What follows belongs to an exercise in optimizing a design on an open flow for small area, a short achievable clock period and few clock cycles per item; a production flow would make more cautious choices. Function was checked by simulation only, so behaviour that the tests miss may differ from the original. Power and IR drop assume default switching activity.

## pwm_frame_parser
module pwm_frame_parser (
   input  logic             clock,
   input  logic             reset,
   input  logic             req_valid,
   output logic             req_ready,
   input  logic [8:0]       req_data,
   output logic             rsp_valid,
   input  logic             rsp_ready,
   output logic [35:0]      rsp_data
);
   logic             in_v;
   logic [7:0]       in_b;
   logic             in_be;
   logic             hit;
   logic             wr;
   logic [4:0]       fill;
   logic [15:0][7:0] win;
   logic             take;
   logic             pend;
   logic             in_v_n;
   logic [4:0]       fill_n;
   logic [15:0]      rd_raw;
   always_ff @(posedge clock) begin
      in_v  <= in_v_n;
      in_b  <= req_data[8:1];
      in_be <= req_data[0];
   end
   assign in_v_n = !reset && req_valid && req_ready;
   pfp_front u_front (
      .clock (clock),
      .reset (reset),
      .in_v  (in_v),
      .in_b  (in_b),
      .in_be (in_be),
  ...
Settings: LEC_CHECK=0, ABC_CLOCK_PERIOD_IN_PS=2500, CAP_MARGIN=20, CORE_MARGIN=2, CORE_UTILIZATION=70, CTS_BUF_LIST=sky130_fd_sc_hd__clkbuf_4 sky130_fd_sc_hd__clkbuf_8, CTS_CLUSTER_SIZE=30, SETUP_SLACK_MARGIN=4.2, SLEW_MARGIN=20; clock period 7.0 ns.
run.sh (not shown) runs the stock make flow with config.mk's settings and CLKGATE_MAP_FILE= SYNTH_SCRIPT=/design/flow/synth_recipe.tcl, a recipe that flattens the netlist after the stock synthesis.
Testbench counts at the start, summed over its fixed seeds: cycles 23,733, items 8,120.
Next try:
CORE_UTILIZATION = 60   (was 70)
SETUP_SLACK_MARGIN = 4.5   (was 4.2)
The changed run completed without violations.
Non-clock buffer count rises by 43.
Sequential share of layout area falls by 1.8 points.
Critical path depth rises by 1.
Global-route usage falls by 3.1 points.
Hold slack improved by 0.0098 ns.
Final area rises by about 4%.
Utilization falls by 9.8 points.
Die area rises by 16%.
Wire length rises by 0.83%.
Worst setup slack improved by 0.11 ns.
Via count falls by about 0.8%.
Next try:
CORE_UTILIZATION = 40   (was 60)
CTS_BUF_LIST = unset   (was sky130_fd_sc_hd__clkbuf_4 sky130_fd_sc_hd__clkbuf_8)
CTS_CLUSTER_SIZE = unset   (was 30)
SETUP_SLACK_MARGIN = 4.2   (was 4.5)
The new run ran to the end with no violations.
Routed wire length is lower by a few percent.
Worst setup slack gets worse by 0.099 ns.
Design area went down slightly.
Power came out lower slightly.
Flip-flop and latch count does not change.
Clock-buffer cell count went down by 22.
Next try:
ABC_AREA = 1   (was unset)
CORE_UTILIZATION = 60   (was 40)
CTS_BUF_LIST = sky130_fd_sc_hd__clkbuf_4 sky130_fd_sc_hd__clkbuf_8   (was unset)
CTS_CLUSTER_SIZE = 30   (was unset)
Power falls by a little under a tenth.
Synthesized cell count climbs by well over a third.
Register-to-register slack gets worse by 0.20 ns.
Clock power falls by about a fifth.
Routed wire length came out higher by about a fifth.
Next try:
ABC_AREA = unset   (was 1)
SETUP_SLACK_MARGIN = 3.9   (was 4.2)
Outcome: Wire length went down by about a fifth. Clock power went down by a few percent. Worst hold slack stays flat. Flip-flop and latch count stays the same. Count of clock-buffer cells in the layout went down by 9. Fmax went up by a few percent.

========
Another version of the RTL of pwm_frame_parser (not shown whole).
Size: roughly 310 flip-flops, about 51 I/O pins, ~16000 um2 of cells after synthesis.
Settings: LEC_CHECK=0, ABC_CLOCK_PERIOD_IN_PS=2500, CAP_MARGIN=20, CORE_MARGIN=2, CORE_UTILIZATION=60, CTS_BUF_LIST=sky130_fd_sc_hd__clkbuf_4 sky130_fd_sc_hd__clkbuf_8, CTS_CLUSTER_SIZE=30, SETUP_SLACK_MARGIN=4.4, SLEW_MARGIN=20; clock period 7.0 ns.
standard.sh (not shown) runs the stock make flow with config.mk's settings and CLKGATE_MAP_FILE= SYNTH_SCRIPT=/design/flow/synth_recipe.tcl, a recipe that flattens the netlist after the stock synthesis.
==> flow/flow/run.sh <==
#!/bin/bash
# The standard layout (the standard.sh), with the port buffers made of plain buf_4 cells
# instead of the delay-cell buffers that buffer_ports picks by default.
set -euo pipefail
export BUFFER_PORTS_ARGS="-buffer_cell sky130_fd_sc_hd__buf_4"
bash standard.sh > standard.log 2>&1
The baseline completed without violations.
Testbench counts at the start, summed over its fixed seeds: cycles 23,733, items 8,120.
Edit:
Settings changed: CTS_BUF_LIST sky130_fd_sc_hd__clkbuf_4 sky130_fd_sc_hd__clkbuf_8 to sky130_fd_sc_hd__clkbuf_8 sky130_fd_sc_hd__clkbuf_16, CTS_CLUSTER_DIAMETER set to 60, CTS_CLUSTER_SIZE 30 to 40, SETUP_SLACK_MARGIN 4.4 to 4.2.
=>
- The new run completed without violations
- non-clock buffer count goes down by 33
- sequential share of layout area goes up by 2.2 points
- final cell count goes down by a few percent
- hold slack improves by 4.6 ps
- final area goes down by a few percent
- worst setup slack degrades by 110 ps

========
RTL: one of the versions met above, not the one the previous note started from.
For scale: about 1200 cells after synthesis, roughly 300 flip-flops, about 51 I/O pins.
Settings: LEC_CHECK=0, ABC_CLOCK_PERIOD_IN_PS=2500, CAP_MARGIN=20, CORE_MARGIN=2, CORE_UTILIZATION=60, CTS_BUF_LIST=sky130_fd_sc_hd__clkbuf_8 sky130_fd_sc_hd__clkbuf_16, CTS_CLUSTER_DIAMETER=60, CTS_CLUSTER_SIZE=40, SETUP_SLACK_MARGIN=4.2, SLEW_MARGIN=20; clock period 7.0 ns.
run.sh (not shown) runs the stock make flow with config.mk's settings and CLKGATE_MAP_FILE= SYNTH_SCRIPT=/design/flow/synth_recipe.tcl, a recipe that flattens the netlist after the stock synthesis.
Stock flow here: none of the scripts above is used.
The baseline produced a clean layout.
Testbench counts at the start, summed over its fixed seeds: cycles 23,733, items 8,120.
Then changed:
CTS_BUF_LIST = sky130_fd_sc_hd__clkbuf_4 sky130_fd_sc_hd__clkbuf_8   (was sky130_fd_sc_hd__clkbuf_8 sky130_fd_sc_hd__clkbuf_16)
CTS_CLUSTER_DIAMETER = not set   (was 60)
CTS_CLUSTER_SIZE = 30   (was 40)
=> Total power went up by 1.4%; wire length barely changes; worst setup slack hardly moves; sequential share of layout area stays flat; synthesized area is unchanged; design area hardly moves; maximum frequency barely changes; combinational power hardly moves; utilization grows by 0.15 points.

==> what the ideal ports hide <==
The flow's constraints put no driver on any port. The routed layouts listed below were extracted and timed again, unchanged, in two steps. Step 1 sets driving cells, clkbuf_16 on the clock port and buf_2 on the other inputs (assumed; they add their load-dependent delay and slew). Step 2, shift: input delay + t, output delay - t, t = (earliest + latest rising clock arrival at the registers) / 2. This alone moves slack from input paths to output paths. Three values: no drivers, after step 1, after step 2; two values: the first two.
run	t (ns)	setup WS [ns]	hold slack, ns	worst register clock-pin slew, ns	cell pins on the clock port's net
the first run of note 1	0.587	4.087 / 4.087 / 3.638	0.406 / 0.406 / 0.406	0.07 / 0.07	1
the second run of note 1	0.605	4.194 / 4.194 / 3.987	0.416 / 0.416 / 0.416	0.07 / 0.07	1
the third run of note 1	0.563	4.095 / 4.095 / 3.782	0.416 / 0.416 / 0.416	0.06 / 0.06	1
the fourth run of note 1	0.601	3.896 / 3.896 / 3.469	0.418 / 0.418 / 0.418	0.07 / 0.07	1
the fifth run of note 1	0.594	4.018 / 4.018 / 3.658	0.418 / 0.418 / 0.418	0.06 / 0.06	1
the first run of note 2	0.617	4.420 / 4.418 / 4.014	0.417 / 0.417 / 0.417	0.07 / 0.07	1
the second run of note 2	0.589	4.310 / 4.310 / 4.010	0.421 / 0.421 / 0.421	0.09 / 0.09	1
the first run of note 3	0.573	4.149 / 4.149 / 3.843	0.424 / 0.424 / 0.424	0.11 / 0.11	1
the second run of note 3	0.607	4.147 / 4.147 / 3.807	0.410 / 0.410 / 0.410	0.07 / 0.07	1
After both steps every run listed still meets setup and hold. For the first run of note 1, which loses most, drivers alone change the setup slack by 0.000 ns; drivers and shift together by -0.449 ns.
